Background: an optimization exercise with open tools, aiming at small area. Do not read the settings as production practice.
The RTL was checked by simulation tests, not by an equivalence proof against the original design.
Power figures rest on the tool's default switching activity, not on a simulated workload.

## design/flow/design.v

```verilog
package ahbl_pkg;
  localparam logic [1:0] HTRANS_IDLE = 2'd0;
  localparam logic [1:0] HTRANS_BUSY = 2'd1;
  localparam logic [1:0] HTRANS_NSEQ = 2'd2;
  localparam logic [1:0] HTRANS_SEQ  = 2'd3;
  localparam logic [2:0] HSIZE_BYTE  = 3'd0;
  localparam logic [2:0] HSIZE_HALF  = 3'd1;
  localparam logic [2:0] HSIZE_WORD  = 3'd2;
  localparam logic [2:0] HSIZE_DWORD = 3'd3;
  localparam logic HRESP_OKAY  = 1'b0;
  localparam logic HRESP_ERROR = 1'b1;
  localparam logic [7:0] LFSR_TAPS = 8'hB8;
  localparam logic [7:0] LFSR_SEED = 8'h01;
  typedef enum logic [1:0] {S_IDLE, S_WAIT, S_ERR1, S_ERR2} sram_state_t;
endpackage
module ahbl_sram_responder
#(
  parameter int W_ADDR    = 32,
  parameter int W_DATA    = 32,
  parameter int DEPTH     = 64,
  parameter int NSEQ_WAIT = 1,
  parameter int SEQ_WAIT  = 0
) (
  input  logic              clk,
  input  logic              rst,
  output logic              ahbls_hready_resp,
  input  logic              ahbls_hready,
  output logic              ahbls_hresp,
  input  logic [W_ADDR-1:0] ahbls_haddr,
  input  logic              ahbls_hwrite,
  input  logic [1:0]        ahbls_htrans,
  input  logic [2:0]        ahbls_hsize,
  input  logic [2:0]        ahbls_hburst,
  input  logic [3:0]        ahbls_hprot,
  input  logic              ahbls_hmastlock,
  input  logic [W_DATA-1:0] ahbls_hwdata,
  output logic [W_DATA-1:0] ahbls_hrdata
);
  localparam int BYTES = W_DATA / 8;
  localparam int OFF_W = $clog2(BYTES);
  localparam int IDX_W = $clog2(DEPTH);
  localparam logic [W_ADDR-1:0] MEM_BYTES = W_ADDR'(DEPTH * BYTES);
  logic                    r_wait;    
  logic                    r_err;     
  logic [IDX_W-1:0]        r_idx;     
  logic [BYTES-1:0]        r_wstrb;   
  logic [DEPTH*W_DATA-1:0] r_mem;     
  logic [W_DATA-1:0]       r_rdata;   
  logic                    w_xfer, w_cap, w_in_range;
  logic [BYTES-1:0]        w_strb, w_we;
  logic [DEPTH-1:0]        w_sel, w_rsel;
  logic                    w_rd_cap, w_rd_wait, w_rd_clr;
  logic [IDX_W-1:0]        w_rd_idx;
  logic [W_DATA-1:0]       w_rd_mem, w_rd_word;
  logic [W_DATA-1:0]       w_wd;
  logic [DEPTH*BYTES-1:0]  w_keep;
  assign ahbls_hready_resp = !r_wait;
  assign ahbls_hresp       = r_err;
  assign w_xfer     = !r_wait && ahbls_hready;
  assign w_cap      = ahbls_htrans[1];
  assign w_in_range = ahbls_haddr < MEM_BYTES;
  always_comb
    for (int b = 0; b < BYTES; b++)
      w_strb[b] = (32'(b) >> ahbls_hsize) == (32'(ahbls_haddr[OFF_W-1:0]) >> ahbls_hsize);
  assign w_we = (!rst && w_xfer) ? r_wstrb : '0;
  always_ff @(posedge clk) begin
    if (rst) begin
      r_wait  <= 1'b0;
      r_err   <= 1'b0;
      r_wstrb <= '0;
    end else begin
      r_wait <= w_xfer && w_cap && (!w_in_range || !ahbls_htrans[0]);
      if (w_xfer) begin
        r_err   <= w_cap && !w_in_range;
        r_wstrb <= (w_cap && w_in_range && ahbls_hwrite) ? w_strb : '0;
      end
    end
  end
  always_ff @(posedge clk)
    if (w_xfer) r_idx <= ahbls_haddr[OFF_W +: IDX_W];
  assign w_rd_cap  = w_xfer && (ahbls_htrans == 2'b11) && w_in_range && !ahbls_hwrite;
  assign w_rd_wait = r_wait && !r_err && (r_wstrb == '0);
  assign w_rd_clr  = w_xfer && ahbls_htrans[1] && !w_in_range && !ahbls_hwrite;
  assign w_rd_idx  = r_wait ? r_idx : ahbls_haddr[OFF_W +: IDX_W];
  always_comb
    for (int b = 0; b < BYTES; b++)
      w_rd_word[8*b +: 8] = (w_we[b] && r_idx == w_rd_idx) ? ahbls_hwdata[8*b +: 8]
                                                          : w_rd_mem[8*b +: 8];
  always_ff @(posedge clk)
    if (rst)                          r_rdata <= '0;
    else if (w_rd_cap || w_rd_wait)   r_rdata <= w_rd_word;
    else if (w_rd_clr)                r_rdata <= '0;
  assign ahbls_hrdata = r_rdata;
  always_comb
    for (int w = 0; w < DEPTH; w++)
      w_rsel[w] = w_rd_idx == IDX_W'(w);
  always_comb begin
    for (int w = 0; w < DEPTH; w++)
      w_sel[w] = r_idx == IDX_W'(w);
    for (int i = 0; i < W_DATA; i++)
      w_wd[i] = ahbls_hwdata[i] && w_we[i/8];
    for (int w = 0; w < DEPTH; w++)
      for (int b = 0; b < BYTES; b++)
        w_keep[w*BYTES+b] = !(w_sel[w] && w_we[b]);
  end
  logic [DEPTH*W_DATA-1:0] w_mem_nxt;
  for (genvar w = 0; w < DEPTH; w++) begin : g_word
    for (genvar i = 0; i < W_DATA; i++) begin : g_bit
      ahbl_sram_bit_next u_next (
        .i_q    (r_mem[w*W_DATA+i]),
        .i_keep (w_keep[w*BYTES+i/8]),
        .i_sel  (w_sel[w]),
        .i_wd   (w_wd[i]),
        .o_d    (w_mem_nxt[w*W_DATA+i])
      );
    end
  end
  always_ff @(posedge clk) r_mem <= w_mem_nxt;
  for (genvar i = 0; i < W_DATA; i++) begin : g_rd
    logic [DEPTH-1:0] w_col;
    for (genvar w = 0; w < DEPTH; w++) begin : g_col
      assign w_col[w] = r_mem[w*W_DATA+i];
    end
    ahbl_sram_read_bit #(.DEPTH(DEPTH)) u_rd (
      .i_sel  (w_rsel),
      .i_col  (w_col),
      .o_data (w_rd_mem[i])
    );
  end
endmodule
module ahbl_sram_bit_next (
  input  logic i_q,
  input  logic i_keep,
  input  logic i_sel,
  input  logic i_wd,
  output logic o_d
);
  assign o_d = (i_q && i_keep) || (i_wd && i_sel);
endmodule
module ahbl_sram_aoi3 (
  input  logic [2:0] i_sel,
  input  logic [2:0] i_dat,
  output logic       o_n
);
  assign o_n = !(|(i_sel & i_dat));
endmodule
module ahbl_sram_nand2 (
  input  logic [1:0] i_a,
  output logic       o_n
);
  assign o_n = !(&i_a);
endmodule
module ahbl_sram_nand4 (
  input  logic [3:0] i_a,
  output logic       o_n
);
  assign o_n = !(&i_a);
endmodule
module ahbl_sram_nor2 (
  input  logic [1:0] i_a,
  output logic       o_n
);
  assign o_n = !(|i_a);
endmodule
module ahbl_sram_read_bit
#(
  parameter int DEPTH = 64
) (
  input  logic [DEPTH-1:0] i_sel,
  input  logic [DEPTH-1:0] i_col,
  output logic             o_data
);
  logic [21:0] w_n;     
  logic [5:0]  w_any;   
  logic [2:0]  w_none;  
  for (genvar g = 0; g < 21; g++) begin : g_grp
    ahbl_sram_aoi3 u_aoi (
      .i_sel (i_sel[3*g +: 3]),
      .i_dat (i_col[3*g +: 3]),
      .o_n   (w_n[g])
    );
  end
  ahbl_sram_nand2 u_last (.i_a({i_sel[DEPTH-1], i_col[DEPTH-1]}), .o_n(w_n[21]));
  for (genvar k = 0; k < 5; k++) begin : g_nand
    ahbl_sram_nand4 u_nand (.i_a(w_n[4*k +: 4]), .o_n(w_any[k]));
  end
  ahbl_sram_nand2 u_nand2 (.i_a(w_n[21:20]), .o_n(w_any[5]));
  for (genvar k = 0; k < 3; k++) begin : g_nor
    ahbl_sram_nor2 u_nor (.i_a(w_any[2*k +: 2]), .o_n(w_none[k]));
  end
  assign o_data = !(&w_none);
endmodule
```

## design/flow/run.sh

```bash
#!/bin/bash
# synth_recipe.tcl (not shown) runs the flow's synth.tcl, then flattens the netlist and writes it again
# the make line also repeats each setting of config.mk as NAME=value (left out here)
make -C /OpenROAD-flow-scripts/flow DESIGN_CONFIG=/design/flow/config.mk WORK_HOME=/design/flow/orfs CLKGATE_MAP_FILE= SYNTH_SCRIPT=/design/flow/synth_recipe.tcl finish
```

## design/flow/config.mk

```make
export PLATFORM = sky130hd
export DESIGN_NAME = ahbl_sram_responder
export DESIGN_NICKNAME = ahbl_sram_responder
export VERILOG_FILES = /design/flow/design.v
export SDC_FILE = /design/flow/constraint.sdc
export NUM_CORES = 4
export LEC_CHECK = 0
export CAP_MARGIN = 20
export CORE_MARGIN = 2
export CORE_UTILIZATION = 80
export CTS_CLUSTER_DIAMETER = 100
export CTS_CLUSTER_SIZE = 26
export SLEW_MARGIN = 20
export SYNTH_HIERARCHICAL = 1
```

## design/flow/constraint.sdc

```tcl
create_clock -name core_clock -period 6.0 [get_ports {clk}]
set_input_delay 1.2000 -clock core_clock [delete_from_list [all_inputs] [get_ports {clk}]]
set_output_delay 1.2000 -clock core_clock [all_outputs]
set_load 0.01 [all_outputs]
```

==> results of run 1 <==
==> path summary, 6_finish.rpt <==
path                 end
max          r_rdata[14]
min                r_err
max reg2reg  r_rdata[14]
min reg2reg        r_err
==> sequential cells by signal (all words and copies together) (netlist names) <==
register / cells
r_wait: 1
r_wstrb: 4
r_mem: 2048
r_err: 1
r_rdata: 32
r_idx: 6
==> layout make-up <==
type | count | area [um2] | share of cell area
diodes | 14 | 35.03 | 0.0004469
clock buffers | 93 | 2306 | 0.02941
clock inverters | 3 | 41.29 | 0.0005267
inverters | 14 | 52.55 | 0.0006703
multi-input cells | 3678 | 30130 | 0.3843
flip-flops and latches | 2092 | 41940 | 0.5350
well taps | 1165 | 1458 | 0.01859
repair buffers | 286 | 2441 | 0.03114
==> Yosys stat by module, one instance, submodules excluded, excerpt <==
module | flip-flops and latches | area (um2) | copies in the design
ahbl_sram_aoi3 | 0 | 10.01 | 672
ahbl_sram_nand2 | 0 | 3.754 | 64
ahbl_sram_nand4 | 0 | 6.256 | 160
ahbl_sram_responder | 2092 | 45420 | 1
ahbl_sram_bit_next | 0 | 8.758 | 2048
ahbl_sram_nor2 | 0 | 3.754 | 96
==> cell families (layout without fill, tap and decap cells) <==
logic type,after synthesis,in the layout,share of synthesized area
other cells,0,14,0
buf+inv,75,396,0.004371
compound gates,2786,2786,0.3516
flops,2092,2092,0.5837
simple gates,892,892,0.06034
==> synth_stat cells (3+ instances only) <==
cell type  number
nand2_1       356
inv_1          12
clkbuf_1       42
o21ai_0         6
a31oi_2         4
nand4_1       161
buf_6           3
edfxtp_1        6
a31oi_1         3
nor2_1        244
a22oi_1         7
nand2b_1        4
nor2b_1         3
a222oi_1      672
a221o_1        32
nand3_1        39
a22o_1       2052
buf_2           5
and3_1         38
buf_1          10
nor4_1          4
dfxtp_1      2086
nor4b_2        30
==> worst reg2reg max path, delay by kind of cell (launching register included) <==
family | cells | cell delay [ns]
AND/OR/NAND/NOR | 6 | 2.65
buffers and inverters | 2 | 0.68
AO/OA/AOI/OAI | 3 | 1.01
flip-flops | 1 | 0.91
==> power breakdown <==
group	leakage (nW)	total, mW	switching [mW]	internal, mW
combinational	10.5	0.352	0.266	0.0859
sequential	16.8	13.9	0.00630	13.9
clock	1.15	7.02	4.25	2.77
total	28.5	21.3	4.52	16.7
==> per-layer routing <==
layer,global-route usage,vias up,part of all wire
met5,0.01602,-,0.0015
met4,0.3848,20,0.090
met3,0.2305,1706,0.18
met2,0.7839,6922,0.41
met1,0.6594,30739,0.32
li1,-,25754,-
==> stage by stage <==
step	std cells	total power, mW	utilization	worst slack, ns
2_1_floorplan	5845	14.36	-	2.468
3_3_place_gp	7234	14.53	0.8572	0.9056
3_5_place_dp	7234	14.54	0.8572	0.7477
4_1_cts	7330	21.12	0.8837	1.329
5_1_grt	7336	21.61	0.8841	0.7281
6_report	7345	21.26	0.8844	0.6343
==> impl_metrics.tcl, run 1 <==
set metrics [dict create \
    rrSetupSlack_ns 0.67 \
    hold_slack_ns 0.4863 \
    syn_area_um2 71850 \
    syn_avg_cell_area_um2 12.29 \
    cp-end-kind "register" \
    dp_hpwl_mm 157.1 \
    hold_class "reg -> reg" \
    timing.hold.worst_path_depth 2 \
    drv_cap 0 \
    clock_path_buffers 3 \
    path_delay_family "simple AND/OR/NAND/NOR gates" \
    path_depth 10 \
    hold_viol_final 0 \
    clkTransAtPathRegs_ns 0.10 \
    reg2reg_from "r_wait" \
    crit_arrival_ns 6.00 \
    ys_warn_count 7 \
    drtIter0Drc 16188 \
    top_level_ports 115 \
    worst_slew_pin_slew_ns 1.247 \
    ant_nets 0 \
    antenna_found_initial 17 \
    period_needed_ns 5.366 \
    layout_common_cells "dfxtp_1 (2086), a22o_1 (2052), a222oi_1 (672), nand2_1 (356), buf_4 (177)" \
    cts_max_level 3 \
    area_growth_pct 9.114 \
    numClockSinks 2092 \
    drive_above_1_share 0.07898 \
    slowest_delay_ns 1.09 \
    grt_max_degree 66 \
    hold_start "r_err" \
    yosysTopAreaCellShare 0.5812 \
    avgRoutedWirePerCell_um 35.89 \
    fillers 3994 \
    cts_buffers 90 \
    tns_ns 0 \
    crit_top_cell "nor2_1" \
    ctsHoldBuffers 0 \
    p_per_area_nw_per_um2 271.2 \
    synth_edf_count 6 \
    post_cts.repair.setup_buffers 0 \
    path_class "in -> reg" \
    cts_tree "yes" \
    grt_pass1_wl_mm 390.1 \
    required_ns 6.63 \
    worst-path-buf-inv 2 \
    worstSetupStartpointType "input port" \
    path_cells "clkdlybuf4s50_1 > nor2_1 > a32oi_1 > nor2_2 > buf_4 > a222oi_1 > nand4_1 > nor2_1 > nand3_1 > a221o_1" \
    cp-startpoint "ahbls_haddr[6]" \
    stdcell_area_um2 78400 \
    yosys.area.top_type "dfxtp_1" \
    seq_area_frac_synth 0.5837 \
    dpl-instance-area_um2 75990 \
    drc 0 \
    ys_ff_latch 2092 \
    grt_pass1_vias 62987 \
    max_slew_margin 0.1687 \
    fin_crit_sh 0.8943 \
    netlist_instances 5845 \
    die_h_um 303.7 \
    die_x_um 303.7 \
    max_freq_mhz 186.4 \
    start_util 0.8105 \
    gp_congestion 0.9971 \
    portBuffers 106 \
    routed_wl_mm 263.6 \
    grt_overflow_total 0 \
    vias 65141 \
    drtPass1Iterations 14 \
    final_net_count 6243 \
    die_area_um2 92220 \
    status "complete, no violations" \
    rr_worst_depth 11 \
    synth_fp_nets 5926 \
    synth_area_leaders "dfxtp_1 (58%), a22o_1 (25%), a222oi_1 (9.4%), nand2_1 (1.9%), nand4_1 (1.4%)" \
    core_um2 88650 \
    grt_usage 0.5452 \
    vias_per_cell 8.869 \
    layout_commonest_cell "dfxtp_1" \
    insertion_delay_ns 0.74 \
    synthFlopType "dfxtp_1" \
    cts-root-buf "clkbuf_16" \
    path_max_fanout 17 \
    max-vdd-ir-drop_mv 0.2764 \
    finalSetupViolCount 0 \
    p_leak_nw 28.55 \
    fin_skew_ns 0.03758 \
    yosys.cell_types.count 43 \
    ctsResizeCount 0 \
    cp_slowest_cell "nor2_1" \
    rsz0062_at_grt "false" \
    maxSlewViolCount 0 \
    num_rows 109 \
    async_reset_ff_frac 0 \
]
==> run 2: changes to the inputs <==
==> design/flow/flow/run.sh (new file) <==
#!/bin/bash
# Layout flow: the standard ORFS flow (standard.sh), unchanged synthesis,
# with two changes: clock tree synthesis builds larger sink clusters without
# dummy loads, and the port buffers use the smallest buffer cell.
set -euo pipefail
export CTS_ARGS="-sink_clustering_enable -repair_clock_nets -dont_use_dummy_load -sink_clustering_size 26 -sink_clustering_max_diameter 100"
export BUFFER_PORTS_ARGS="-buffer_cell sky130_fd_sc_hd__buf_1"
bash standard.sh > standard_flow.log 2>&1
==> design/flow/standard.sh (new file) <==
#!/bin/bash
# synth_recipe.tcl (not shown) runs the flow's synth.tcl, then flattens the netlist and writes it again
# the make line also repeats each setting of config.mk as NAME=value (left out here)
make -C /OpenROAD-flow-scripts/flow DESIGN_CONFIG=/design/flow/config.mk WORK_HOME=/design/flow/orfs CLKGATE_MAP_FILE= SYNTH_SCRIPT=/design/flow/synth_recipe.tcl "${@:-finish}"
--- a/design/flow/config.mk
+++ b/design/flow/config.mk
@@ -8,7 +8,5 @@
 export CAP_MARGIN = 20
 export CORE_MARGIN = 2
 export CORE_UTILIZATION = 80
-export CTS_CLUSTER_DIAMETER = 100
-export CTS_CLUSTER_SIZE = 26
 export SLEW_MARGIN = 20
 export SYNTH_HIERARCHICAL = 1
removed: design/flow/run.sh
==> run 2 against run 1 <==
Compared with the run above:
- still clean
- sequential share of layout area is 0.60 points higher
- final cell count fell by 0.19%
- core utilization is 0.99 points lower
- critical path depth stayed put
- non-clock buffer count down 5
- sequential power is essentially flat
- worst hold slack hardly changed
- flip-flop and latch count unchanged
- final area decreased by 1.1%
- global-route usage shrank 2.5 points
- die area is the same
- highest routed layer unchanged
==> impl_metrics.tcl, run 2 <==
set metrics [dict create \
    topRoutingLayerUsed "met5" \
    regArea_um2 41940 \
    dp_hpwl_mm 153.9 \
    hold_class "reg -> reg" \
    place_inst 7230 \
    yosys.cell_types.count 43 \
    drv_cap 0 \
    syn_avg_cell_area_um2 12.29 \
    vias 63930 \
    grt_max_degree 66 \
    p_leak_nw 28.20 \
    fillers 4298 \
    synth_most_common_cell "dfxtp_1" \
    top_level_ports 115 \
    slowest_delay_ns 1.12 \
    drc 0 \
    cts_max_level 3 \
    layout.cells.non_filler 7331 \
    fin_crit_sh 0.7750 \
    ys_ff_latch 2092 \
    clock_path_buffers 3 \
    layout_common_cells "dfxtp_1 (2086), a22o_1 (2052), a222oi_1 (672), nand2_1 (356), buf_4 (175)" \
    required_ns 6.63 \
    insertion_delay_ns 0.75 \
    period_needed_ns 4.650 \
    path_cells "buf_1 > inv_1 > a31oi_2 > nor2_2 > buf_4 > a222oi_1 > nand4_1 > nor2_1 > nand3_1 > a221o_1" \
    avgRoutedWirePerCell_um 34.27 \
    synth_edf_count 6 \
    ys_warn_count 7 \
    p_clk_frac 0.327 \
    yosysTopAreaCellShare 0.5812 \
    worstSetupStartpointType "input port" \
    synthFlopType "dfxtp_1" \
    grt_pass1_vias 61028 \
    grt_pass1_wl_mm 374.5 \
    ctsHoldBuffers 0 \
    status "complete, no violations" \
    start_util 0.8105 \
    met2_wirelength_mm 103.2 \
    max-vdd-ir-drop_mv 0.3114 \
    num_rows 109 \
    async_reset_ff_frac 0 \
    drive_above_1_share 0.07750 \
    cp-end-kind "register" \
    cts-root-buf "clkbuf_16" \
    routed_wl_mm 251.2 \
    hold_slack_ns 0.4861 \
    grt_overflow_total 0 \
    synth_fp_nets 5926 \
    numClockSinks 2092 \
    crit_arrival_ns 5.28 \
    stdcell_area_um2 77520 \
    met1_length_mm 83.86 \
    hold_start "r_err" \
    max_slew_margin 0.1430 \
    swShare 0.2116 \
    max_freq_mhz 215.1 \
    rsz0062_at_grt "false" \
    p_per_area_nw_per_um2 272.2 \
    tns_ns 0 \
    reg2reg_from "r_idx[0]" \
    hold_viol_final 0 \
    p_seq_frac 0.658 \
    cts_tree "yes" \
    seq_area_frac_synth 0.5837 \
    reg.largest.list "r_mem: 2048 flops, r_rdata: 32 flops, r_idx: 6 flops" \
    area_growth_pct 7.896 \
    ctsResizeCount 0 \
    clkTransAtPathRegs_ns 0.10 \
    netlist_instances 5845 \
    synth_area_leaders "dfxtp_1 (58%), a22o_1 (25%), a222oi_1 (9.4%), nand2_1 (1.9%), nand4_1 (1.4%)" \
    post_cts.repair.setup_buffers 0 \
    intPower_mw 16.64 \
    die_h_um 303.7 \
    cp_slowest_cell "nor2_1" \
    p_sw_mw 4.466 \
    layout_commonest_cell "dfxtp_1" \
    dpl-instance-area_um2 75230 \
    yosys.area.top_type "dfxtp_1" \
    core_um2 88650 \
    syn_area_um2 71850 \
    antenna_found_initial 15 \
    largest_register_ff_count 2048 \
    top_register "r_mem" \
    pwr-share-comb 0.015 \
    wl_met3_mm 42.70 \
    fin_skew_ns 0.07102 \
    ant_nets 0 \
    final_net_count 6238 \
    netlist_top_cells_count "dfxtp_1 (2086), a22o_1 (2052), a222oi_1 (672), nand2_1 (356), nor2_1 (244)" \
    vias_per_cell 8.721 \
    path_class "in -> reg" \
    gp_congestion 0.9820 \
    drtPass1Iterations 12 \
    die_area_um2 92220 \
    grt_usage 0.5197 \
    multi_input_area_um2 30080 \
    worst_slew_pin_slew_ns 1.281 \
    die_x_um 303.7 \
    portBuffers 106 \
    finalSetupViolCount 0 \
    drtIter0Drc 15173 \
    cp-startpoint "ahbls_haddr[7]" \
    maxSlewViolCount 0 \
    cts_buffers 90 \
    path_max_fanout 24 \
]
[run 2: cell counts after synthesis]
Identical to the previous run, type by type.
[run 2: layout make-up]
cell class / count / area share
antenna: 11 / 0.0003551
clock buffer: 90 / 0.02905
inverter: 14 / 0.0006779
multi-input combinational: 3678 / 0.3880
sequential: 2092 / 0.5410
tap: 1165 / 0.01880
timing repair buffer: 281 / 0.02208
[run 2: power groups by stage]
| stage | Sequential (mW) | Clock [mW] | Combinational [mW] |
|---|---|---|---|
| after global routing | 13.9 | 7.25 | 0.323 |
| after floorplan | 14.2 | 0 | 0.148 |
| after global placement | 14.2 | 0 | 0.296 |
| after CTS | 13.9 | 6.76 | 0.300 |
| after detailed placement | 14.2 | 0 | 0.299 |
| final | 13.9 | 6.89 | 0.321 |
[run 2: through the flow]
stage                 util  setup slack [ns]  power [mW]
finish              0.8745             1.350       21.10
detailed placement  0.8487             1.285       14.51
CTS                 0.8741             1.900       20.95
global placement    0.8487             1.334       14.51
global route        0.8743             1.399       21.46
floorplan                -             2.468       14.36
[run 2: cells by family (layout without fill, tap and decap cells)]
group                  after synthesis  count (layout)  synth area share
AO/OA/AOI/OAI                     2786            2786            0.3516
flip-flops                        2092            2092            0.5837
AND/OR/NAND/NOR                    892             892           0.06034
buffers and inverters               75             385          0.004371
other                                0              11                 0
[run 2: path summary, 6_finish.rpt]
kind | endpoint | slack, ns | cells after the start
setup reg to reg | r_rdata[6] | 1.47 | 11
hold reg to reg | r_err | 0.49 | 2
hold / removal | r_err | 0.49 | 2
setup / recovery | r_rdata[6] | 1.35 | 10
[run 2: critical path, delay by kind of cell]
kind	cells	cell delay, ns
AND/OR/NAND/NOR	4	1.91
AO/OA/AOI/OAI	3	1.45
buffers and inverters	3	0.68
[run 2: modules after synthesis (local to each module, per instance), a selection]
module	cell area, um2	copies in the design
ahbl_sram_nand2	3.754	64
ahbl_sram_nand4	6.256	160
ahbl_sram_bit_next	8.758	2048
ahbl_sram_aoi3	10.01	672
ahbl_sram_nor2	3.754	96
ahbl_sram_responder	45420	1
[run 2: layer usage]
metal,global-route usage,up-vias
met3,0.1820,1431
met4,0.3495,10
met1,0.6584,30326
met2,0.7514,6416
met5,0,-
li1,-,25747

afterwards: timing with drivers on the ports:
The flow's constraints put no driver on any port. The routed layouts listed below were extracted and timed again, unchanged, in two steps. Step 1, drivers: a clkbuf_16 drives clk and a buf_2 each remaining input, both assumed. Step 2 moves the port delays by t, midway between the first and last clock arrival at a register: inputs arrive t later, outputs are due t later. That takes back most of the time a late clock gives input paths. Slacks: ideal / step 1 / step 2; pairs: ideal / step 1.
run	shift t [ns]	slack for setup (ns)	worst setup path at the end	worst slew at a driven data input, ns	cell pins on the clock port's net
run 1	0.802	0.634 / 0.558 / -0.244	input to register	0.18	1
run 2	0.800	1.350 / 1.282 / 0.482	input to register	0.17	1
Met with ideal ports but missed after step 2: setup timing in run 1. For run 1, which loses most, drivers alone change the setup slack by -0.076 ns; drivers and shift together by -0.878 ns.
